Source: an optimization exercise on an open RTL-to-GDS flow (aim: small area). Production flows keep margins and buffers that such runs may drop.
For this run, only the layout was checked, not whether the RTL still works.

[flow/standard.sh]
#!/bin/bash
# synth_recipe.tcl (not shown) runs the flow's synth.tcl, then flattens the netlist and writes it again
# the make line also repeats each setting of config.mk as NAME=value (left out here)
make -C /OpenROAD-flow-scripts/flow DESIGN_CONFIG=/design/flow/config.mk WORK_HOME=/design/flow/orfs CLKGATE_MAP_FILE= SYNTH_SCRIPT=/design/flow/synth_recipe.tcl "${@:-finish}"
[flow/constraint.sdc]
create_clock -name core_clock -period 7.0 [get_ports {clk}]
set_input_delay 1.4000 -clock core_clock [delete_from_list [all_inputs] [get_ports {clk}]]
set_output_delay 1.4000 -clock core_clock [all_outputs]
set_load 0.01 [all_outputs]
[flow/flow/run.sh]
#!/bin/bash
# The standard layout, with the port buffers made of the platform's
# smallest plain buffer instead of the delay buffer buffer_ports picks.
# Each ORFS step keeps its own log under orfs/logs; make's output goes to
# flow_make.log here.
set -euo pipefail
bash standard.sh "BUFFER_PORTS_ARGS=-buffer_cell sky130_fd_sc_hd__buf_1" finish > flow_make.log 2>&1
[flow/config.mk]
export PLATFORM = sky130hd
export DESIGN_NAME = layer_top
export DESIGN_NICKNAME = layer_top
export VERILOG_FILES = /design/flow/design.v
export SDC_FILE = /design/flow/constraint.sdc
export NUM_CORES = 4
export LEC_CHECK = 0
export CAP_MARGIN = 20
export CORE_MARGIN = 2
export CORE_UTILIZATION = 40
export SLEW_MARGIN = 20
[flow/design.v]
package layer_pkg;
   typedef logic signed [16-1:0] data_t;
   typedef logic [$clog2(8)-1:0] vec_addr_t;
   typedef logic [$clog2(16)-1:0] out_idx_t;
endpackage
package layer_coef_pkg;
   localparam int WEIGHT_ENTRIES = 4 * 8 * (16 / 4);
   localparam int BIAS_ENTRIES   = 4 * (16 / 4);
   localparam logic [WEIGHT_ENTRIES*16-1:0] weight_table = {
      {
         -16'sd38,  16'sd33,  16'sd109, 16'sd24,  -16'sd3,   -16'sd45,  -16'sd19,  16'sd48,
         16'sd103,  16'sd18,  16'sd82,  -16'sd28, 16'sd101,  -16'sd64,  -16'sd108, 16'sd3,
         -16'sd18,  16'sd107, 16'sd2,   -16'sd45, -16'sd85,  16'sd22,   16'sd86,   16'sd32,
         -16'sd1,   -16'sd105, 16'sd81, 16'sd42,  16'sd45,   16'sd39,   -16'sd54,  16'sd63
      },
      {
         16'sd29,   -16'sd75, -16'sd24, 16'sd89,  -16'sd12,  -16'sd72,  16'sd114,  -16'sd15,
         -16'sd11,  -16'sd4,  -16'sd36, 16'sd105, 16'sd53,   -16'sd50,  -16'sd37,  16'sd72,
         -16'sd110, -16'sd77, 16'sd9,   16'sd71,  16'sd1,    16'sd100,  16'sd15,   -16'sd72,
         16'sd90,   16'sd84,  16'sd7,   -16'sd36, 16'sd56,   -16'sd106, 16'sd20,   16'sd22
      },
      {
         -16'sd109, -16'sd24, 16'sd30,  16'sd68,  -16'sd123, -16'sd41,  16'sd119,  16'sd31,
         16'sd54,   16'sd121, 16'sd12,  16'sd60,  -16'sd48,  16'sd3,    -16'sd37,  16'sd78,
         16'sd93,   -16'sd101, 16'sd116, -16'sd83, 16'sd31,  -16'sd49,  16'sd124,  16'sd29,
         -16'sd78,  16'sd8,   16'sd67,  16'sd81,  16'sd87,   16'sd63,   -16'sd18,  -16'sd105
      },
      {
         -16'sd2,   -16'sd5,  16'sd22,  -16'sd23, 16'sd96,   -16'sd58,  16'sd36,   -16'sd70,
         16'sd126,  16'sd113, -16'sd73, 16'sd94,  -16'sd73,  16'sd92,   -16'sd104, -16'sd98,
         -16'sd64,  -16'sd77, -16'sd4,  -16'sd9,  -16'sd113, 16'sd20,   16'sd21,   -16'sd3,
         16'sd115,  16'sd106, 16'sd14,  -16'sd126, -16'sd1,  -16'sd93,  16'sd0,    16'sd126
      }
   };
   localparam logic [BIAS_ENTRIES*16-1:0] bias_table = {
      {-16'sd70, 16'sd120, 16'sd71,  -16'sd60},
      {-16'sd47, 16'sd115, -16'sd83, 16'sd67},
      {16'sd41,  16'sd38,  -16'sd81, -16'sd106},
      {16'sd103, 16'sd83,  16'sd0,   -16'sd10}
   };
endpackage
module layer_sequencer (
   input  logic                 clk,
   input  logic                 reset,
   input  logic                 s_valid,
   input  logic                 m_ready,
   output logic                 s_ready,
   output logic                 m_valid,
   output logic                 vec_wr_en,    
   output layer_pkg::vec_addr_t pos,          
   output logic                 run,          
   output logic                 en,           
   output layer_pkg::out_idx_t  out_idx,      
   output logic [5:0]           entry_next,   
   output logic                 x_bypass      
);
   layer_pkg::vec_addr_t load_cnt;    
   logic vec_pending;    
   logic done;           
   logic fire;
   logic start;
   logic gap;            
   assign m_valid = done;
   assign fire    = done & m_ready;
   assign start = (pos[1:0] == 2'd0) && (pos[2] != out_idx[0]) && !run && (!done || fire)
                  && (out_idx != '0 || vec_pending || vec_wr_en);
   assign en    = start | run;
   assign s_ready   = (pos == load_cnt)
                      && (load_cnt != '0 || !vec_pending || (start && out_idx == 4'd15));
   assign vec_wr_en = s_ready & s_valid;
   assign gap       = (pos == load_cnt) && (load_cnt != '0) && !s_valid;
   assign x_bypass  = (pos == load_cnt) && out_idx == '0;
   layer_pkg::vec_addr_t pos_d;
   layer_pkg::out_idx_t  out_idx_d;
   logic                 finish;         
   assign finish     = run && pos[1:0] == 2'd3 && !(gap && out_idx == '0);
   assign pos_d      = reset ? '0 : pos + 1'b1;
   assign out_idx_d  = reset ? '0 : out_idx + finish;
   assign entry_next = {out_idx_d, pos_d[1:0]};
   always_ff @(posedge clk) begin
      pos     <= pos_d;
      out_idx <= out_idx_d;
   end
   always_ff @(posedge clk) begin
      if (reset) begin
         load_cnt    <= '0;
         vec_pending <= 1'b0;
         run         <= 1'b0;
         done        <= 1'b0;
      end else begin
         if (vec_wr_en)
            load_cnt <= load_cnt + 1'b1;
         if (vec_wr_en && load_cnt == 3'd7)
            vec_pending <= 1'b1;
         else if (start && out_idx == 4'd15)
            vec_pending <= 1'b0;
         if (start)
            run <= 1'b1;
         else if (run && (pos[1:0] == 2'd3 || (gap && out_idx == '0)))
            run <= 1'b0;
         if (finish)
            done <= 1'b1;
         else if (fire)
            done <= 1'b0;
      end
   end
endmodule
module mac_lane (
   input  logic                 clk,
   input  logic                 run,        
   input  logic                 en,         
   input  layer_pkg::out_idx_t  out_idx,
   input  layer_pkg::vec_addr_t pos,
   input  logic [5:0]           entry_next,    
   input  layer_pkg::data_t     x_a,
   input  layer_pkg::data_t     x_b,
   output layer_pkg::data_t     acc,
   output logic [16/4-1:1] acc_cy    
);
   localparam int ENTRIES = 16 * 4;
   logic [4*ENTRIES-1:0] a_one, a_two, a_neg, b_one, b_two, b_neg;
   logic [16*8-1:0] b_rom;
   logic [ENTRIES*8-1:0]        wa_rom, wb_rom;
   genvar i;
   generate
      for (i = 0; i < ENTRIES; i++) begin : g_w
         localparam int J  = i / 4;
         localparam int CA = (1 - J % 2) * 4 + i % 4;
         localparam int CB = (J % 2) * 4 + i % 4;
         localparam int EA = (J % 4) * 8 * (16 / 4)
                             + (J / 4) * 8 + CA;
         localparam int EB = (J % 4) * 8 * (16 / 4)
                             + (J / 4) * 8 + CB;
         localparam logic [8:0] WA = {layer_coef_pkg::weight_table[(layer_coef_pkg::WEIGHT_ENTRIES - 1 - EA) * 16 +: 8], 1'b0};
         localparam logic [8:0] WB = {layer_coef_pkg::weight_table[(layer_coef_pkg::WEIGHT_ENTRIES - 1 - EB) * 16 +: 8], 1'b0};
         assign wa_rom[i*8 +: 8] = WA[8:1];
         assign wb_rom[i*8 +: 8] = WB[8:1];
         for (genvar k = 0; k < 4; k++) begin : g_k
            assign a_one[k*ENTRIES + i] = WA[2*k+1] ^ WA[2*k];
            assign a_two[k*ENTRIES + i] = (WA[2*k+2] & ~WA[2*k+1] & ~WA[2*k]) | (~WA[2*k+2] & WA[2*k+1] & WA[2*k]);
            assign a_neg[k*ENTRIES + i] = WA[2*k+2] & ~(WA[2*k+1] & WA[2*k]);
            assign b_one[k*ENTRIES + i] = WB[2*k+1] ^ WB[2*k];
            assign b_two[k*ENTRIES + i] = (WB[2*k+2] & ~WB[2*k+1] & ~WB[2*k]) | (~WB[2*k+2] & WB[2*k+1] & WB[2*k]);
            assign b_neg[k*ENTRIES + i] = WB[2*k+2] & ~(WB[2*k+1] & WB[2*k]);
         end
      end
      for (i = 0; i < 16; i++) begin : g_b
         localparam int E = (i % 4) * (16 / 4) + i / 4;
         assign b_rom[i*8 +: 8] =
            layer_coef_pkg::bias_table[(layer_coef_pkg::BIAS_ENTRIES - 1 - E) * 16 +: 8];
      end
   endgenerate
   logic [5:0]  entry;
   logic [7:0]  bias;
   logic [15:0] addend;
   logic [3:0]  neg_a, one_a, two_a, neg_b, one_b, two_b;
   assign entry  = {out_idx, pos[1:0]};
   assign bias   = b_rom[out_idx*8 +: 8];
   assign addend = run ? acc : {{8{bias[7]}}, bias};
   logic [7:0] wa_q, wb_q;
   always_ff @(posedge clk) begin
      wa_q <= wa_rom[entry_next*8 +: 8];
      wb_q <= wb_rom[entry_next*8 +: 8];
   end
   logic [8:0] wxa, wxb;
   assign wxa = {wa_q, 1'b0};
   assign wxb = {wb_q, 1'b0};
   generate
      for (i = 0; i < 4; i++) begin : g_digit
         assign one_a[i] = wxa[2*i+1] ^ wxa[2*i];
         assign two_a[i] = (wxa[2*i+2] & ~wxa[2*i+1] & ~wxa[2*i]) | (~wxa[2*i+2] & wxa[2*i+1] & wxa[2*i]);
         assign neg_a[i] = wxa[2*i+2] & ~(wxa[2*i+1] & wxa[2*i]);
         assign one_b[i] = wxb[2*i+1] ^ wxb[2*i];
         assign two_b[i] = (wxb[2*i+2] & ~wxb[2*i+1] & ~wxb[2*i]) | (~wxb[2*i+2] & wxb[2*i+1] & wxb[2*i]);
         assign neg_b[i] = wxb[2*i+2] & ~(wxb[2*i+1] & wxb[2*i]);
      end
   endgenerate
   logic [15:0] pp_a0;
   assign pp_a0[0] = ((one_a[0] & x_a[0])) ^ neg_a[0];
   assign pp_a0[1] = ((one_a[0] & x_a[1]) | (two_a[0] & x_a[0])) ^ neg_a[0];
   assign pp_a0[2] = ((one_a[0] & x_a[2]) | (two_a[0] & x_a[1])) ^ neg_a[0];
   assign pp_a0[3] = ((one_a[0] & x_a[3]) | (two_a[0] & x_a[2])) ^ neg_a[0];
   assign pp_a0[4] = ((one_a[0] & x_a[4]) | (two_a[0] & x_a[3])) ^ neg_a[0];
   assign pp_a0[5] = ((one_a[0] & x_a[5]) | (two_a[0] & x_a[4])) ^ neg_a[0];
   assign pp_a0[6] = ((one_a[0] & x_a[6]) | (two_a[0] & x_a[5])) ^ neg_a[0];
   assign pp_a0[7] = ((one_a[0] & x_a[7]) | (two_a[0] & x_a[6])) ^ neg_a[0];
   assign pp_a0[8] = ((one_a[0] & x_a[8]) | (two_a[0] & x_a[7])) ^ neg_a[0];
   assign pp_a0[9] = ((one_a[0] & x_a[9]) | (two_a[0] & x_a[8])) ^ neg_a[0];
   assign pp_a0[10] = ((one_a[0] & x_a[10]) | (two_a[0] & x_a[9])) ^ neg_a[0];
   assign pp_a0[11] = ((one_a[0] & x_a[11]) | (two_a[0] & x_a[10])) ^ neg_a[0];
   assign pp_a0[12] = ((one_a[0] & x_a[12]) | (two_a[0] & x_a[11])) ^ neg_a[0];
   assign pp_a0[13] = ((one_a[0] & x_a[13]) | (two_a[0] & x_a[12])) ^ neg_a[0];
   assign pp_a0[14] = ((one_a[0] & x_a[14]) | (two_a[0] & x_a[13])) ^ neg_a[0];
   assign pp_a0[15] = ((one_a[0] & x_a[15]) | (two_a[0] & x_a[14])) ^ neg_a[0];
   logic [15:2] pp_a1;
   assign pp_a1[2] = ((one_a[1] & x_a[0])) ^ neg_a[1];
   assign pp_a1[3] = ((one_a[1] & x_a[1]) | (two_a[1] & x_a[0])) ^ neg_a[1];
   assign pp_a1[4] = ((one_a[1] & x_a[2]) | (two_a[1] & x_a[1])) ^ neg_a[1];
   assign pp_a1[5] = ((one_a[1] & x_a[3]) | (two_a[1] & x_a[2])) ^ neg_a[1];
   assign pp_a1[6] = ((one_a[1] & x_a[4]) | (two_a[1] & x_a[3])) ^ neg_a[1];
   assign pp_a1[7] = ((one_a[1] & x_a[5]) | (two_a[1] & x_a[4])) ^ neg_a[1];
   assign pp_a1[8] = ((one_a[1] & x_a[6]) | (two_a[1] & x_a[5])) ^ neg_a[1];
   assign pp_a1[9] = ((one_a[1] & x_a[7]) | (two_a[1] & x_a[6])) ^ neg_a[1];
   assign pp_a1[10] = ((one_a[1] & x_a[8]) | (two_a[1] & x_a[7])) ^ neg_a[1];
   assign pp_a1[11] = ((one_a[1] & x_a[9]) | (two_a[1] & x_a[8])) ^ neg_a[1];
   assign pp_a1[12] = ((one_a[1] & x_a[10]) | (two_a[1] & x_a[9])) ^ neg_a[1];
   assign pp_a1[13] = ((one_a[1] & x_a[11]) | (two_a[1] & x_a[10])) ^ neg_a[1];
   assign pp_a1[14] = ((one_a[1] & x_a[12]) | (two_a[1] & x_a[11])) ^ neg_a[1];
   assign pp_a1[15] = ((one_a[1] & x_a[13]) | (two_a[1] & x_a[12])) ^ neg_a[1];
   logic [15:4] pp_a2;
   assign pp_a2[4] = ((one_a[2] & x_a[0])) ^ neg_a[2];
   assign pp_a2[5] = ((one_a[2] & x_a[1]) | (two_a[2] & x_a[0])) ^ neg_a[2];
   assign pp_a2[6] = ((one_a[2] & x_a[2]) | (two_a[2] & x_a[1])) ^ neg_a[2];
   assign pp_a2[7] = ((one_a[2] & x_a[3]) | (two_a[2] & x_a[2])) ^ neg_a[2];
   assign pp_a2[8] = ((one_a[2] & x_a[4]) | (two_a[2] & x_a[3])) ^ neg_a[2];
   assign pp_a2[9] = ((one_a[2] & x_a[5]) | (two_a[2] & x_a[4])) ^ neg_a[2];
   assign pp_a2[10] = ((one_a[2] & x_a[6]) | (two_a[2] & x_a[5])) ^ neg_a[2];
   assign pp_a2[11] = ((one_a[2] & x_a[7]) | (two_a[2] & x_a[6])) ^ neg_a[2];
   assign pp_a2[12] = ((one_a[2] & x_a[8]) | (two_a[2] & x_a[7])) ^ neg_a[2];
   assign pp_a2[13] = ((one_a[2] & x_a[9]) | (two_a[2] & x_a[8])) ^ neg_a[2];
   assign pp_a2[14] = ((one_a[2] & x_a[10]) | (two_a[2] & x_a[9])) ^ neg_a[2];
   assign pp_a2[15] = ((one_a[2] & x_a[11]) | (two_a[2] & x_a[10])) ^ neg_a[2];
   logic [15:6] pp_a3;
   assign pp_a3[6] = ((one_a[3] & x_a[0])) ^ neg_a[3];
   assign pp_a3[7] = ((one_a[3] & x_a[1]) | (two_a[3] & x_a[0])) ^ neg_a[3];
   assign pp_a3[8] = ((one_a[3] & x_a[2]) | (two_a[3] & x_a[1])) ^ neg_a[3];
   assign pp_a3[9] = ((one_a[3] & x_a[3]) | (two_a[3] & x_a[2])) ^ neg_a[3];
   assign pp_a3[10] = ((one_a[3] & x_a[4]) | (two_a[3] & x_a[3])) ^ neg_a[3];
   assign pp_a3[11] = ((one_a[3] & x_a[5]) | (two_a[3] & x_a[4])) ^ neg_a[3];
   assign pp_a3[12] = ((one_a[3] & x_a[6]) | (two_a[3] & x_a[5])) ^ neg_a[3];
   assign pp_a3[13] = ((one_a[3] & x_a[7]) | (two_a[3] & x_a[6])) ^ neg_a[3];
   assign pp_a3[14] = ((one_a[3] & x_a[8]) | (two_a[3] & x_a[7])) ^ neg_a[3];
   assign pp_a3[15] = ((one_a[3] & x_a[9]) | (two_a[3] & x_a[8])) ^ neg_a[3];
   logic [15:0] pp_b0;
   assign pp_b0[0] = ((one_b[0] & x_b[0])) ^ neg_b[0];
   assign pp_b0[1] = ((one_b[0] & x_b[1]) | (two_b[0] & x_b[0])) ^ neg_b[0];
   assign pp_b0[2] = ((one_b[0] & x_b[2]) | (two_b[0] & x_b[1])) ^ neg_b[0];
   assign pp_b0[3] = ((one_b[0] & x_b[3]) | (two_b[0] & x_b[2])) ^ neg_b[0];
   assign pp_b0[4] = ((one_b[0] & x_b[4]) | (two_b[0] & x_b[3])) ^ neg_b[0];
   assign pp_b0[5] = ((one_b[0] & x_b[5]) | (two_b[0] & x_b[4])) ^ neg_b[0];
   assign pp_b0[6] = ((one_b[0] & x_b[6]) | (two_b[0] & x_b[5])) ^ neg_b[0];
   assign pp_b0[7] = ((one_b[0] & x_b[7]) | (two_b[0] & x_b[6])) ^ neg_b[0];
   assign pp_b0[8] = ((one_b[0] & x_b[8]) | (two_b[0] & x_b[7])) ^ neg_b[0];
   assign pp_b0[9] = ((one_b[0] & x_b[9]) | (two_b[0] & x_b[8])) ^ neg_b[0];
   assign pp_b0[10] = ((one_b[0] & x_b[10]) | (two_b[0] & x_b[9])) ^ neg_b[0];
   assign pp_b0[11] = ((one_b[0] & x_b[11]) | (two_b[0] & x_b[10])) ^ neg_b[0];
   assign pp_b0[12] = ((one_b[0] & x_b[12]) | (two_b[0] & x_b[11])) ^ neg_b[0];
   assign pp_b0[13] = ((one_b[0] & x_b[13]) | (two_b[0] & x_b[12])) ^ neg_b[0];
   assign pp_b0[14] = ((one_b[0] & x_b[14]) | (two_b[0] & x_b[13])) ^ neg_b[0];
   assign pp_b0[15] = ((one_b[0] & x_b[15]) | (two_b[0] & x_b[14])) ^ neg_b[0];
   logic [15:2] pp_b1;
   assign pp_b1[2] = ((one_b[1] & x_b[0])) ^ neg_b[1];
   assign pp_b1[3] = ((one_b[1] & x_b[1]) | (two_b[1] & x_b[0])) ^ neg_b[1];
   assign pp_b1[4] = ((one_b[1] & x_b[2]) | (two_b[1] & x_b[1])) ^ neg_b[1];
   assign pp_b1[5] = ((one_b[1] & x_b[3]) | (two_b[1] & x_b[2])) ^ neg_b[1];
   assign pp_b1[6] = ((one_b[1] & x_b[4]) | (two_b[1] & x_b[3])) ^ neg_b[1];
   assign pp_b1[7] = ((one_b[1] & x_b[5]) | (two_b[1] & x_b[4])) ^ neg_b[1];
   assign pp_b1[8] = ((one_b[1] & x_b[6]) | (two_b[1] & x_b[5])) ^ neg_b[1];
   assign pp_b1[9] = ((one_b[1] & x_b[7]) | (two_b[1] & x_b[6])) ^ neg_b[1];
   assign pp_b1[10] = ((one_b[1] & x_b[8]) | (two_b[1] & x_b[7])) ^ neg_b[1];
   assign pp_b1[11] = ((one_b[1] & x_b[9]) | (two_b[1] & x_b[8])) ^ neg_b[1];
   assign pp_b1[12] = ((one_b[1] & x_b[10]) | (two_b[1] & x_b[9])) ^ neg_b[1];
   assign pp_b1[13] = ((one_b[1] & x_b[11]) | (two_b[1] & x_b[10])) ^ neg_b[1];
   assign pp_b1[14] = ((one_b[1] & x_b[12]) | (two_b[1] & x_b[11])) ^ neg_b[1];
   assign pp_b1[15] = ((one_b[1] & x_b[13]) | (two_b[1] & x_b[12])) ^ neg_b[1];
   logic [15:4] pp_b2;
   assign pp_b2[4] = ((one_b[2] & x_b[0])) ^ neg_b[2];
   assign pp_b2[5] = ((one_b[2] & x_b[1]) | (two_b[2] & x_b[0])) ^ neg_b[2];
   assign pp_b2[6] = ((one_b[2] & x_b[2]) | (two_b[2] & x_b[1])) ^ neg_b[2];
   assign pp_b2[7] = ((one_b[2] & x_b[3]) | (two_b[2] & x_b[2])) ^ neg_b[2];
   assign pp_b2[8] = ((one_b[2] & x_b[4]) | (two_b[2] & x_b[3])) ^ neg_b[2];
   assign pp_b2[9] = ((one_b[2] & x_b[5]) | (two_b[2] & x_b[4])) ^ neg_b[2];
   assign pp_b2[10] = ((one_b[2] & x_b[6]) | (two_b[2] & x_b[5])) ^ neg_b[2];
   assign pp_b2[11] = ((one_b[2] & x_b[7]) | (two_b[2] & x_b[6])) ^ neg_b[2];
   assign pp_b2[12] = ((one_b[2] & x_b[8]) | (two_b[2] & x_b[7])) ^ neg_b[2];
   assign pp_b2[13] = ((one_b[2] & x_b[9]) | (two_b[2] & x_b[8])) ^ neg_b[2];
   assign pp_b2[14] = ((one_b[2] & x_b[10]) | (two_b[2] & x_b[9])) ^ neg_b[2];
   assign pp_b2[15] = ((one_b[2] & x_b[11]) | (two_b[2] & x_b[10])) ^ neg_b[2];
   logic [15:6] pp_b3;
   assign pp_b3[6] = ((one_b[3] & x_b[0])) ^ neg_b[3];
   assign pp_b3[7] = ((one_b[3] & x_b[1]) | (two_b[3] & x_b[0])) ^ neg_b[3];
   assign pp_b3[8] = ((one_b[3] & x_b[2]) | (two_b[3] & x_b[1])) ^ neg_b[3];
   assign pp_b3[9] = ((one_b[3] & x_b[3]) | (two_b[3] & x_b[2])) ^ neg_b[3];
   assign pp_b3[10] = ((one_b[3] & x_b[4]) | (two_b[3] & x_b[3])) ^ neg_b[3];
   assign pp_b3[11] = ((one_b[3] & x_b[5]) | (two_b[3] & x_b[4])) ^ neg_b[3];
   assign pp_b3[12] = ((one_b[3] & x_b[6]) | (two_b[3] & x_b[5])) ^ neg_b[3];
   assign pp_b3[13] = ((one_b[3] & x_b[7]) | (two_b[3] & x_b[6])) ^ neg_b[3];
   assign pp_b3[14] = ((one_b[3] & x_b[8]) | (two_b[3] & x_b[7])) ^ neg_b[3];
   assign pp_b3[15] = ((one_b[3] & x_b[9]) | (two_b[3] & x_b[8])) ^ neg_b[3];
   logic s1, c2, s3, c4, s5, c6, s7, c8, s9, c10, s11, c12, s13, c14, s15, c16;
   logic s17, c18, s19, s20, c21, s22, c23, s24, c25, s26, c27, s28, c29, s30, c31, s32;
   logic c33, s34, c35, s36, c37, s38, c39, s40, c41, s42, c43, s44, c45, s46, c47, s48;
   logic c49, s50, c51, s52, c53, s54, c55, s56, c57, s58, c59, s60, c61, s62, c63, s64;
   logic c65, s66, c67, s68, c69, s70, c71, s72, c73, s74, c75, s76, c77, s78, c79, s80;
   logic c81, s82, c83, s84, s85, s86, s87, c88, s89, c90, s91, c92, s93, c94, s95, c96;
   logic s97, c98, s99, c100, s101, c102, s103, c104, s105, c106, s107, c108, s109, c110, s111, c112;
   logic s113, c114, s115, c116, s117, c118, s119, c120, s121, c122, s123, c124, s125, c126, s127, c128;
   logic s129, c130, s131, c132, s133, c134, s135, c136, s137, c138, s139, s140, s141, c142, s143, c144;
   logic s145, c146, s147, c148, s149, c150, s151, c152, s153, c154, s155, c156, s157, c158, s159, c160;
   logic s161, c162, s163, c164, s165, c166, s167, c168, s169, c170, s171, s172, c173, s174, c175, s176;
   logic c177, s178, c179, s180, c181, s182, c183, s184, c185, s186, c187, s188, c189, s190, c191, s192;
   logic c193, s194, c195, s196, c197, s198, c199, s200, c201, s202;
   assign s1 = pp_a0[6] ^ pp_a1[6] ^ pp_a2[6];
   assign c2 = (pp_a0[6] & pp_a1[6]) | (pp_a0[6] & pp_a2[6]) | (pp_a1[6] & pp_a2[6]);
   assign s3 = pp_a0[7] ^ pp_a1[7];
   assign c4 = pp_a0[7] & pp_a1[7];
   assign s5 = pp_a0[8] ^ pp_a1[8];
   assign c6 = pp_a0[8] & pp_a1[8];
   assign s7 = pp_a0[9] ^ pp_a1[9];
   assign c8 = pp_a0[9] & pp_a1[9];
   assign s9 = pp_a0[10] ^ pp_a1[10];
   assign c10 = pp_a0[10] & pp_a1[10];
   assign s11 = pp_a0[11] ^ pp_a1[11];
   assign c12 = pp_a0[11] & pp_a1[11];
   assign s13 = pp_a0[12] ^ pp_a1[12];
   assign c14 = pp_a0[12] & pp_a1[12];
   assign s15 = pp_a0[13] ^ pp_a1[13];
   assign c16 = pp_a0[13] & pp_a1[13];
   assign s17 = pp_a0[14] ^ pp_a1[14];
   assign c18 = pp_a0[14] & pp_a1[14];
   assign s19 = pp_a0[15] ^ pp_a1[15];
   assign s20 = pp_a0[2] ^ pp_a1[2];
   assign c21 = pp_a0[2] & pp_a1[2];
   assign s22 = pp_a0[4] ^ pp_a1[4] ^ pp_a2[4];
   assign c23 = (pp_a0[4] & pp_a1[4]) | (pp_a0[4] & pp_a2[4]) | (pp_a1[4] & pp_a2[4]);
   assign s24 = neg_a[2] ^ pp_b0[4];
   assign c25 = neg_a[2] & pp_b0[4];
   assign s26 = pp_a0[5] ^ pp_a1[5] ^ pp_a2[5];
   assign c27 = (pp_a0[5] & pp_a1[5]) | (pp_a0[5] & pp_a2[5]) | (pp_a1[5] & pp_a2[5]);
   assign s28 = pp_b0[5] ^ pp_b1[5];
   assign c29 = pp_b0[5] & pp_b1[5];
   assign s30 = pp_a3[6] ^ neg_a[3] ^ pp_b0[6];
   assign c31 = (pp_a3[6] & neg_a[3]) | (pp_a3[6] & pp_b0[6]) | (neg_a[3] & pp_b0[6]);
   assign s32 = pp_b1[6] ^ pp_b2[6] ^ pp_b3[6];
   assign c33 = (pp_b1[6] & pp_b2[6]) | (pp_b1[6] & pp_b3[6]) | (pp_b2[6] & pp_b3[6]);
   assign s34 = neg_b[3] ^ addend[6];
   assign c35 = neg_b[3] & addend[6];
   assign s36 = pp_a2[7] ^ pp_a3[7] ^ pp_b0[7];
   assign c37 = (pp_a2[7] & pp_a3[7]) | (pp_a2[7] & pp_b0[7]) | (pp_a3[7] & pp_b0[7]);
   assign s38 = pp_b1[7] ^ pp_b2[7] ^ pp_b3[7];
   assign c39 = (pp_b1[7] & pp_b2[7]) | (pp_b1[7] & pp_b3[7]) | (pp_b2[7] & pp_b3[7]);
   assign s40 = addend[7] ^ s3 ^ c2;
   assign c41 = (addend[7] & s3) | (addend[7] & c2) | (s3 & c2);
   assign s42 = pp_a2[8] ^ pp_a3[8] ^ pp_b0[8];
   assign c43 = (pp_a2[8] & pp_a3[8]) | (pp_a2[8] & pp_b0[8]) | (pp_a3[8] & pp_b0[8]);
   assign s44 = pp_b1[8] ^ pp_b2[8] ^ pp_b3[8];
   assign c45 = (pp_b1[8] & pp_b2[8]) | (pp_b1[8] & pp_b3[8]) | (pp_b2[8] & pp_b3[8]);
   assign s46 = addend[8] ^ s5 ^ c4;
   assign c47 = (addend[8] & s5) | (addend[8] & c4) | (s5 & c4);
   assign s48 = pp_a2[9] ^ pp_a3[9] ^ pp_b0[9];
   assign c49 = (pp_a2[9] & pp_a3[9]) | (pp_a2[9] & pp_b0[9]) | (pp_a3[9] & pp_b0[9]);
   assign s50 = pp_b1[9] ^ pp_b2[9] ^ pp_b3[9];
   assign c51 = (pp_b1[9] & pp_b2[9]) | (pp_b1[9] & pp_b3[9]) | (pp_b2[9] & pp_b3[9]);
   assign s52 = addend[9] ^ s7 ^ c6;
   assign c53 = (addend[9] & s7) | (addend[9] & c6) | (s7 & c6);
   assign s54 = pp_a2[10] ^ pp_a3[10] ^ pp_b0[10];
   assign c55 = (pp_a2[10] & pp_a3[10]) | (pp_a2[10] & pp_b0[10]) | (pp_a3[10] & pp_b0[10]);
   assign s56 = pp_b1[10] ^ pp_b2[10] ^ pp_b3[10];
   assign c57 = (pp_b1[10] & pp_b2[10]) | (pp_b1[10] & pp_b3[10]) | (pp_b2[10] & pp_b3[10]);
   assign s58 = addend[10] ^ s9 ^ c8;
   assign c59 = (addend[10] & s9) | (addend[10] & c8) | (s9 & c8);
   assign s60 = pp_a2[11] ^ pp_a3[11] ^ pp_b0[11];
   assign c61 = (pp_a2[11] & pp_a3[11]) | (pp_a2[11] & pp_b0[11]) | (pp_a3[11] & pp_b0[11]);
   assign s62 = pp_b1[11] ^ pp_b2[11] ^ pp_b3[11];
   assign c63 = (pp_b1[11] & pp_b2[11]) | (pp_b1[11] & pp_b3[11]) | (pp_b2[11] & pp_b3[11]);
   assign s64 = addend[11] ^ s11 ^ c10;
   assign c65 = (addend[11] & s11) | (addend[11] & c10) | (s11 & c10);
   assign s66 = pp_a2[12] ^ pp_a3[12] ^ pp_b0[12];
   assign c67 = (pp_a2[12] & pp_a3[12]) | (pp_a2[12] & pp_b0[12]) | (pp_a3[12] & pp_b0[12]);
   assign s68 = pp_b1[12] ^ pp_b2[12] ^ pp_b3[12];
   assign c69 = (pp_b1[12] & pp_b2[12]) | (pp_b1[12] & pp_b3[12]) | (pp_b2[12] & pp_b3[12]);
   assign s70 = addend[12] ^ s13 ^ c12;
   assign c71 = (addend[12] & s13) | (addend[12] & c12) | (s13 & c12);
   assign s72 = pp_a2[13] ^ pp_a3[13] ^ pp_b0[13];
   assign c73 = (pp_a2[13] & pp_a3[13]) | (pp_a2[13] & pp_b0[13]) | (pp_a3[13] & pp_b0[13]);
   assign s74 = pp_b1[13] ^ pp_b2[13] ^ pp_b3[13];
   assign c75 = (pp_b1[13] & pp_b2[13]) | (pp_b1[13] & pp_b3[13]) | (pp_b2[13] & pp_b3[13]);
   assign s76 = addend[13] ^ s15 ^ c14;
   assign c77 = (addend[13] & s15) | (addend[13] & c14) | (s15 & c14);
   assign s78 = pp_a2[14] ^ pp_a3[14] ^ pp_b0[14];
   assign c79 = (pp_a2[14] & pp_a3[14]) | (pp_a2[14] & pp_b0[14]) | (pp_a3[14] & pp_b0[14]);
   assign s80 = pp_b1[14] ^ pp_b2[14] ^ pp_b3[14];
   assign c81 = (pp_b1[14] & pp_b2[14]) | (pp_b1[14] & pp_b3[14]) | (pp_b2[14] & pp_b3[14]);
   assign s82 = addend[14] ^ s17 ^ c16;
   assign c83 = (addend[14] & s17) | (addend[14] & c16) | (s17 & c16);
   assign s84 = pp_a2[15] ^ pp_a3[15] ^ pp_b0[15];
   assign s85 = pp_b1[15] ^ pp_b2[15] ^ pp_b3[15];
   assign s86 = addend[15] ^ s19 ^ c18;
   assign s87 = pp_a0[0] ^ neg_a[0];
   assign c88 = pp_a0[0] & neg_a[0];
   assign s89 = neg_a[1] ^ pp_b0[2] ^ pp_b1[2];
   assign c90 = (neg_a[1] & pp_b0[2]) | (neg_a[1] & pp_b1[2]) | (pp_b0[2] & pp_b1[2]);
   assign s91 = pp_a0[3] ^ pp_a1[3] ^ pp_b0[3];
   assign c92 = (pp_a0[3] & pp_a1[3]) | (pp_a0[3] & pp_b0[3]) | (pp_a1[3] & pp_b0[3]);
   assign s93 = pp_b1[3] ^ addend[3];
   assign c94 = pp_b1[3] & addend[3];
   assign s95 = pp_b1[4] ^ pp_b2[4] ^ neg_b[2];
   assign c96 = (pp_b1[4] & pp_b2[4]) | (pp_b1[4] & neg_b[2]) | (pp_b2[4] & neg_b[2]);
   assign s97 = addend[4] ^ s22 ^ s24;
   assign c98 = (addend[4] & s22) | (addend[4] & s24) | (s22 & s24);
   assign s99 = pp_b2[5] ^ addend[5] ^ s26;
   assign c100 = (pp_b2[5] & addend[5]) | (pp_b2[5] & s26) | (addend[5] & s26);
   assign s101 = s28 ^ c23 ^ c25;
   assign c102 = (s28 & c23) | (s28 & c25) | (c23 & c25);
   assign s103 = s1 ^ s30 ^ s32;
   assign c104 = (s1 & s30) | (s1 & s32) | (s30 & s32);
   assign s105 = s34 ^ c27 ^ c29;
   assign c106 = (s34 & c27) | (s34 & c29) | (c27 & c29);
   assign s107 = s36 ^ s38 ^ s40;
   assign c108 = (s36 & s38) | (s36 & s40) | (s38 & s40);
   assign s109 = c31 ^ c33 ^ c35;
   assign c110 = (c31 & c33) | (c31 & c35) | (c33 & c35);
   assign s111 = s42 ^ s44 ^ s46;
   assign c112 = (s42 & s44) | (s42 & s46) | (s44 & s46);
   assign s113 = c37 ^ c39 ^ c41;
   assign c114 = (c37 & c39) | (c37 & c41) | (c39 & c41);
   assign s115 = s48 ^ s50 ^ s52;
   assign c116 = (s48 & s50) | (s48 & s52) | (s50 & s52);
   assign s117 = c43 ^ c45 ^ c47;
   assign c118 = (c43 & c45) | (c43 & c47) | (c45 & c47);
   assign s119 = s54 ^ s56 ^ s58;
   assign c120 = (s54 & s56) | (s54 & s58) | (s56 & s58);
   assign s121 = c49 ^ c51 ^ c53;
   assign c122 = (c49 & c51) | (c49 & c53) | (c51 & c53);
   assign s123 = s60 ^ s62 ^ s64;
   assign c124 = (s60 & s62) | (s60 & s64) | (s62 & s64);
   assign s125 = c55 ^ c57 ^ c59;
   assign c126 = (c55 & c57) | (c55 & c59) | (c57 & c59);
   assign s127 = s66 ^ s68 ^ s70;
   assign c128 = (s66 & s68) | (s66 & s70) | (s68 & s70);
   assign s129 = c61 ^ c63 ^ c65;
   assign c130 = (c61 & c63) | (c61 & c65) | (c63 & c65);
   assign s131 = s72 ^ s74 ^ s76;
   assign c132 = (s72 & s74) | (s72 & s76) | (s74 & s76);
   assign s133 = c67 ^ c69 ^ c71;
   assign c134 = (c67 & c69) | (c67 & c71) | (c69 & c71);
   assign s135 = s78 ^ s80 ^ s82;
   assign c136 = (s78 & s80) | (s78 & s82) | (s80 & s82);
   assign s137 = c73 ^ c75 ^ c77;
   assign c138 = (c73 & c75) | (c73 & c77) | (c75 & c77);
   assign s139 = s84 ^ s85 ^ s86;
   assign s140 = c79 ^ c81 ^ c83;
   assign s141 = pp_b0[0] ^ neg_b[0];
   assign c142 = pp_b0[0] & neg_b[0];
   assign s143 = pp_a0[1] ^ pp_b0[1] ^ addend[1];
   assign c144 = (pp_a0[1] & pp_b0[1]) | (pp_a0[1] & addend[1]) | (pp_b0[1] & addend[1]);
   assign s145 = neg_b[1] ^ addend[2] ^ s20;
   assign c146 = (neg_b[1] & addend[2]) | (neg_b[1] & s20) | (addend[2] & s20);
   assign s147 = c21 ^ s91 ^ s93;
   assign c148 = (c21 & s91) | (c21 & s93) | (s91 & s93);
   assign s149 = s95 ^ s97 ^ c92;
   assign c150 = (s95 & s97) | (s95 & c92) | (s97 & c92);
   assign s151 = s99 ^ s101 ^ c96;
   assign c152 = (s99 & s101) | (s99 & c96) | (s101 & c96);
   assign s153 = s103 ^ s105 ^ c100;
   assign c154 = (s103 & s105) | (s103 & c100) | (s105 & c100);
   assign s155 = s107 ^ s109 ^ c104;
   assign c156 = (s107 & s109) | (s107 & c104) | (s109 & c104);
   assign s157 = s111 ^ s113 ^ c108;
   assign c158 = (s111 & s113) | (s111 & c108) | (s113 & c108);
   assign s159 = s115 ^ s117 ^ c112;
   assign c160 = (s115 & s117) | (s115 & c112) | (s117 & c112);
   assign s161 = s119 ^ s121 ^ c116;
   assign c162 = (s119 & s121) | (s119 & c116) | (s121 & c116);
   assign s163 = s123 ^ s125 ^ c120;
   assign c164 = (s123 & s125) | (s123 & c120) | (s125 & c120);
   assign s165 = s127 ^ s129 ^ c124;
   assign c166 = (s127 & s129) | (s127 & c124) | (s129 & c124);
   assign s167 = s131 ^ s133 ^ c128;
   assign c168 = (s131 & s133) | (s131 & c128) | (s133 & c128);
   assign s169 = s135 ^ s137 ^ c132;
   assign c170 = (s135 & s137) | (s135 & c132) | (s137 & c132);
   assign s171 = s139 ^ s140 ^ c136;
   assign s172 = addend[0] ^ s87;
   assign c173 = addend[0] & s87;
   assign s174 = c88 ^ s143 ^ c142;
   assign c175 = (c88 & s143) | (c88 & c142) | (s143 & c142);
   assign s176 = s89 ^ s145 ^ c144;
   assign c177 = (s89 & s145) | (s89 & c144) | (s145 & c144);
   assign s178 = c90 ^ s147 ^ c146;
   assign c179 = (c90 & s147) | (c90 & c146) | (s147 & c146);
   assign s180 = c94 ^ s149 ^ c148;
   assign c181 = (c94 & s149) | (c94 & c148) | (s149 & c148);
   assign s182 = c98 ^ s151 ^ c150;
   assign c183 = (c98 & s151) | (c98 & c150) | (s151 & c150);
   assign s184 = c102 ^ s153 ^ c152;
   assign c185 = (c102 & s153) | (c102 & c152) | (s153 & c152);
   assign s186 = c106 ^ s155 ^ c154;
   assign c187 = (c106 & s155) | (c106 & c154) | (s155 & c154);
   assign s188 = c110 ^ s157 ^ c156;
   assign c189 = (c110 & s157) | (c110 & c156) | (s157 & c156);
   assign s190 = c114 ^ s159 ^ c158;
   assign c191 = (c114 & s159) | (c114 & c158) | (s159 & c158);
   assign s192 = c118 ^ s161 ^ c160;
   assign c193 = (c118 & s161) | (c118 & c160) | (s161 & c160);
   assign s194 = c122 ^ s163 ^ c162;
   assign c195 = (c122 & s163) | (c122 & c162) | (s163 & c162);
   assign s196 = c126 ^ s165 ^ c164;
   assign c197 = (c126 & s165) | (c126 & c164) | (s165 & c164);
   assign s198 = c130 ^ s167 ^ c166;
   assign c199 = (c130 & s167) | (c130 & c166) | (s167 & c166);
   assign s200 = c134 ^ s169 ^ c168;
   assign c201 = (c134 & s169) | (c134 & c168) | (s169 & c168);
   assign s202 = c138 ^ s171 ^ c170;
   logic [15:0] op_a, op_b;
   assign op_a = {s202, s200, s198, s196, s194, s192, s190, s188, s186, s184, s182, s180, s178, s176, s174, s141};
   assign op_b = {c201, c199, c197, c195, c193, c191, c189, c187, c185, c183, c181, c179, c177, c175, c173, s172};
   logic [15:0] cy;
   logic [15:0] sum;
   logic [3:1] cy_out;
   assign cy[0] = 1'b0;
   assign sum[0] = op_a[0] ^ op_b[0] ^ cy[0];
   assign cy[1] = (op_a[0] & op_b[0]) | (op_a[0] & cy[0]) | (op_b[0] & cy[0]);
   assign sum[1] = op_a[1] ^ op_b[1] ^ cy[1];
   assign cy[2] = (op_a[1] & op_b[1]) | (op_a[1] & cy[1]) | (op_b[1] & cy[1]);
   assign sum[2] = op_a[2] ^ op_b[2] ^ cy[2];
   assign cy[3] = (op_a[2] & op_b[2]) | (op_a[2] & cy[2]) | (op_b[2] & cy[2]);
   assign sum[3] = op_a[3] ^ op_b[3] ^ cy[3];
   assign cy_out[1] = (op_a[3] & op_b[3]) | (op_a[3] & cy[3]) | (op_b[3] & cy[3]);
   assign cy[4] = run & acc_cy[1];
   assign sum[4] = op_a[4] ^ op_b[4] ^ cy[4];
   assign cy[5] = (op_a[4] & op_b[4]) | (op_a[4] & cy[4]) | (op_b[4] & cy[4]);
   assign sum[5] = op_a[5] ^ op_b[5] ^ cy[5];
   assign cy[6] = (op_a[5] & op_b[5]) | (op_a[5] & cy[5]) | (op_b[5] & cy[5]);
   assign sum[6] = op_a[6] ^ op_b[6] ^ cy[6];
   assign cy[7] = (op_a[6] & op_b[6]) | (op_a[6] & cy[6]) | (op_b[6] & cy[6]);
   assign sum[7] = op_a[7] ^ op_b[7] ^ cy[7];
   assign cy_out[2] = (op_a[7] & op_b[7]) | (op_a[7] & cy[7]) | (op_b[7] & cy[7]);
   assign cy[8] = run & acc_cy[2];
   assign sum[8] = op_a[8] ^ op_b[8] ^ cy[8];
   assign cy[9] = (op_a[8] & op_b[8]) | (op_a[8] & cy[8]) | (op_b[8] & cy[8]);
   assign sum[9] = op_a[9] ^ op_b[9] ^ cy[9];
   assign cy[10] = (op_a[9] & op_b[9]) | (op_a[9] & cy[9]) | (op_b[9] & cy[9]);
   assign sum[10] = op_a[10] ^ op_b[10] ^ cy[10];
   assign cy[11] = (op_a[10] & op_b[10]) | (op_a[10] & cy[10]) | (op_b[10] & cy[10]);
   assign sum[11] = op_a[11] ^ op_b[11] ^ cy[11];
   assign cy_out[3] = (op_a[11] & op_b[11]) | (op_a[11] & cy[11]) | (op_b[11] & cy[11]);
   assign cy[12] = run & acc_cy[3];
   assign sum[12] = op_a[12] ^ op_b[12] ^ cy[12];
   assign cy[13] = (op_a[12] & op_b[12]) | (op_a[12] & cy[12]) | (op_b[12] & cy[12]);
   assign sum[13] = op_a[13] ^ op_b[13] ^ cy[13];
   assign cy[14] = (op_a[13] & op_b[13]) | (op_a[13] & cy[13]) | (op_b[13] & cy[13]);
   assign sum[14] = op_a[14] ^ op_b[14] ^ cy[14];
   assign cy[15] = (op_a[14] & op_b[14]) | (op_a[14] & cy[14]) | (op_b[14] & cy[14]);
   assign sum[15] = op_a[15] ^ op_b[15] ^ cy[15];
   always_ff @(posedge clk)
      if (en) begin
         acc    <= sum;
         acc_cy <= cy_out;
      end
endmodule
module mac_array (
   input  logic                 clk,
   input  logic                 vec_wr_en,
   input  logic                 x_bypass,
   input  layer_pkg::data_t     data_in,
   input  layer_pkg::vec_addr_t pos,
   input  logic                 run,
   input  logic                 en,
   input  layer_pkg::out_idx_t  out_idx,
   input  logic [5:0]           entry_next,
   output layer_pkg::data_t     acc,
   output logic [16/4-1:1] acc_cy
);
   layer_pkg::data_t ring [0:8-1];
   always_ff @(posedge clk) begin
      for (int k = 0; k < 8 - 1; k++)
         ring[k] <= ring[k+1];
      ring[8-1] <= vec_wr_en ? data_in : ring[0];
   end
   mac_lane u_lane (
      .clk     (clk),
      .run     (run),
      .en      (en),
      .out_idx (out_idx),
      .pos     (pos),
      .entry_next (entry_next),
      .x_a     (x_bypass ? data_in : ring[0]),    
      .x_b     (ring[8/2]),           
      .acc     (acc),
      .acc_cy  (acc_cy)
   );
endmodule
module result_buffer (
   input  layer_pkg::data_t acc,
   input  logic [16/4-1:1] acc_cy,
   output layer_pkg::data_t data_out
);
   localparam int NSEG = 16 / 4;
   logic [16-1:0] carries;
   layer_pkg::data_t         result;
   always_comb begin
      carries = '0;
      for (int k = 1; k < NSEG; k++)
         carries[k*4] = acc_cy[k];
   end
   assign result   = acc + carries;
   assign data_out = result[16-1] ? '0 : result;
endmodule
module layer_top (
   input  logic             clk,
   input  logic             reset,
   input  logic             s_valid,
   input  logic             m_ready,
   input  layer_pkg::data_t data_in,
   output logic             s_ready,
   output logic             m_valid,
   output layer_pkg::data_t data_out
);
   logic                 vec_wr_en;
   logic                 x_bypass;
   layer_pkg::vec_addr_t pos;
   logic                 run, en;
   layer_pkg::out_idx_t  out_idx;
   logic [5:0]           entry_next;
   layer_pkg::data_t     acc;
   logic [16/4-1:1] acc_cy;
   layer_sequencer u_sequencer (
      .clk       (clk),
      .reset     (reset),
      .s_valid   (s_valid),
      .m_ready   (m_ready),
      .s_ready   (s_ready),
      .m_valid   (m_valid),
      .vec_wr_en (vec_wr_en),
      .pos       (pos),
      .run       (run),
      .en        (en),
      .out_idx   (out_idx),
      .entry_next(entry_next),
      .x_bypass  (x_bypass)
   );
   mac_array u_mac_array (
      .clk       (clk),
      .vec_wr_en (vec_wr_en),
      .x_bypass  (x_bypass),
      .data_in   (data_in),
      .pos       (pos),
      .run       (run),
      .en        (en),
      .out_idx   (out_idx),
      .entry_next(entry_next),
      .acc       (acc),
      .acc_cy    (acc_cy)
   );
   result_buffer u_result_buffer (
      .acc      (acc),
      .acc_cy   (acc_cy),
      .data_out (data_out)
   );
endmodule
==> impl_metrics.yaml <==
outcome:
  status: "no timing/DRC/antenna violations"
logic_synthesis:
  netlist_area_um2: 11800
  async_flop_share: 0
  synth-xor-area-share: 0.0871
  muxShareOfSynthArea: 0.0533
  synth_cell_types: 68
  synth_compound_area_frac: 0.166
  synth_ff_type: "dfxtp_1"
  yosysSeqAreaShare: 0.316
  synth_nets: 1387
  yosys_warnings: 8
  yosys.area_share.simple: 0.0997
  synth.top_cell.area_share: 0.267
  synth_area_leaders: "dfxtp_1 27%, fa_1 16%, ha_1 5.2%"
  synth_top_family_by_area: "adder cells"
  synthAdderAreaFrac: 0.211
  synth_top_area_cell: "dfxtp_1"
  ys_seq_elements: 176
  synth-edff-count: 19
  synthCells: 1225
  avgSynthCellArea_um2: 9.59
setup_path:
  slowest_delay_ps: 550
  arrival_ps: 6890
  cp_max_fo: 7
  crit_type: "reg -> reg"
  cp_common_cell: "fa_1"
  required_ps: 7190
  worstSetupStartpoint: "u_sequencer.out_idx[1]"
  end_kind: "register"
  slowest_stage: "fa_1"
  r2r-start: "u_sequencer.out_idx[1]"
  critPathLaunchType: "register"
run:
  max_cap_violations: 0
clock_tree:
  cts_tree: "built"
  cts_buffers: 17
  cts_sinks: 176
  cts_htree_levels: 4
  clock_latency_ps: 450
  clock_path_buffers: 2
  clockRootBuffer: "clkbuf_16"
  clkTransAtPathRegs_ps: 70
finish:
  flow.area_growth_from_synthesis_pct: 11.4
  layout_common_cells: "157 x dfxtp_1, 115 x inv_1, 92 x fa_1"
  layout.nets: 1412
  fillers: 2760
  layout_commonest_cell: "dfxtp_1"
  final_util: 0.454
  drive_above_1_share: 0.111
  antenna-diode-count: 0
min_path:
  hp-class: "reg -> reg"
  min_from: "u_mac_array.ring[3][6]"
global_route:
  grt_pass1_vias: 8714
  grt_pass1_wl_mm: 49.5
  grt_max_degree: 47
  grt_overflow: 0
  antenna_found_initial: 1
  grt_usage: 0.208
drt:
  first_iter_violations: 796
  via_per_inst: 5.43
  wl_mm: 31.6
  ant_nets: 0
  post-route-drc-count: 0
  firstDrtPassIters: 6
  vias: 8940
  wl_per_cell_um: 19.2
sta:
  tightest_slew_ps: 824
  skew_ps: 13.9
  fin_crit_ps: 6700
  setup_viol: 0
  hold_viol: 0
  rsz0062_at_grt: "false"
  slew_headroom: 0.450
  fin_crit_sh: 0.957
  max_freq_ghz: 0.149
  slew_viol_final: 0
placed_design:
  dpl.hpwl_mm: 23.3
  io_buffers: 36
  place.gp.congestion: 0.943
die:
  die_h_um: 175
  start_util: 0.407
  core_um2: 28900
  rows: 62
  num_io_pins: 38
  die_area_um2: 30800
  die_x_um: 175
==> worst max-delay path, delay by kind of cell (launching register included) <==
kind	cells	cell delay [ps]
xor gates and xnor gates	5	1170
and+or+nand+nor	2	480
AOI/OAI and AO/OA	1	150
DFF	1	320
adders and majority gates	9	3310
muxes	2	450
buffers and inverters	6	540
==> metrics by stage <==
stage / hold WS (ps) / TNS, ps / worst slack (ps) / std cells / area [um2]
floorplan: 310 / 0 / 76.9 / 1225 / 11800
global placement: 310 / -134 / -134 / 1609 / 12400
detailed placement: 312 / -252 / -252 / 1609 / 12400
CTS: 326 / 0 / 14.8 / 1641 / 13000
global route: 329 / 0 / 57.4 / 1647 / 13100
finish: 325 / 0 / 303 / 1647 / 13100
==> kinds of logic after synthesis <==
| kind of cell | after synthesis |
|---|---|
| compound gates | 292 |
| fa+ha+maj | 142 |
| flops | 176 |
| mux | 58 |
| xor+xnor | 109 |
| buf+inv | 206 |
| other cells | 1 |
| simple gates | 241 |
==> Yosys cell counts, drive strengths merged (2+ instances only) <==
cell type	count
dfxtp	157
inv	119
fa	93
nand2	78
a22oi	75
clkbuf	67
nor2	61
a21oi	59
xnor2	58
o21ai	56
ha	49
xor2	46
mux2	31
mux2i	27
nand2b	27
nand3	22
buf	20
edfxtp	19
nor2b	16
a211oi	13
o211ai	12
o22ai	12
a22o	10
a31oi	8
and2	8
nand3b	6
o311ai	6
o31ai	6
and3	5
xnor3	5
a221oi	4
nor3	4
nor3b	4
o21a	4
or2	4
a31o	3
o2111ai	3
a2111oi	2
a211o	2
a21o	2
a311oi	2
and3b	2
nand4	2
o221ai	2
o31a	2
==> final cells by class <==
type                       instances  area (um2)  share of cell area
inverter                         119         447              0.0341
clock inverter                    14         138              0.0105
clock buffer                      18         439              0.0335
timing repair buffer              93         592              0.0452
tap                              384         480              0.0367
sequential                       176        3710               0.284
multi-input combinational        843        7280               0.556
==> what timing repair did <==
item / 4_1_cts / 5_1_grt
endpoints found under the setup margin: 1 / 1
gates resized for setup: 1 / 10
pin swaps: 0 / 4
buffers inserted: 0 / 5
cloned: 0 / 1
hold buffers: 0 / 0
==> layer usage <==
metal | share of wire | GRT usage | vias to the layer above
met4 | 0.028 | 0.0809 | 2
li1 | - | - | 4229
met3 | 0.059 | 0.0275 | 58
met2 | 0.48 | 0.342 | 359
met5 | 0.00041 | 0 | -
met1 | 0.44 | 0.278 | 4292
==> sequential cells by signal, summed over array words and instances, names as in the netlist <==
register and cells:
u_sequencer.run 1, u_sequencer.out_idx 4, u_mac_array.u_lane.acc_cy 3, u_mac_array.u_lane.wa_q 8
u_sequencer.vec_pending 1, u_mac_array.u_lane.acc 16, u_sequencer.load_cnt 3, u_sequencer.done 1
u_mac_array.u_lane.wb_q 8, u_mac_array.ring 128, u_sequencer.pos 3
==> path summary, 6_finish.rpt <==
kind | to | slack (ps) | cells after the start
max | u_mac_array.u_lane.acc[15] | 300 | 25
min | u_mac_array.ring[2][6] | 320 | 0
max reg2reg | u_mac_array.u_lane.acc[15] | 300 | 25
min reg2reg | u_mac_array.ring[2][6] | 320 | 0

## afterwards: timing with drivers on the ports
No port has a modelled driver above. Below, the same layout with a new extraction and two added sets of constraints. Step 1 assumes that a clkbuf_16 drives the clock port and a buf_2 every other input. Step 2 also shifts input and output timing later by t, the mid clock arrival at the registers, as if the neighbouring blocks saw the same clock. a / b / c = no drivers / after step 1 / after step 2; a / b = the first two.
t (ns): 0.488
setup slack, ns: 0.303 / 0.303 / -0.088
worst setup path at the end: input to register
pins driven straight from the clock port: 1
Met with ideal ports but missed after step 2: setup timing in this run. For this run, drivers alone change the setup slack by 0.000 ns; drivers and shift together by -0.391 ns.
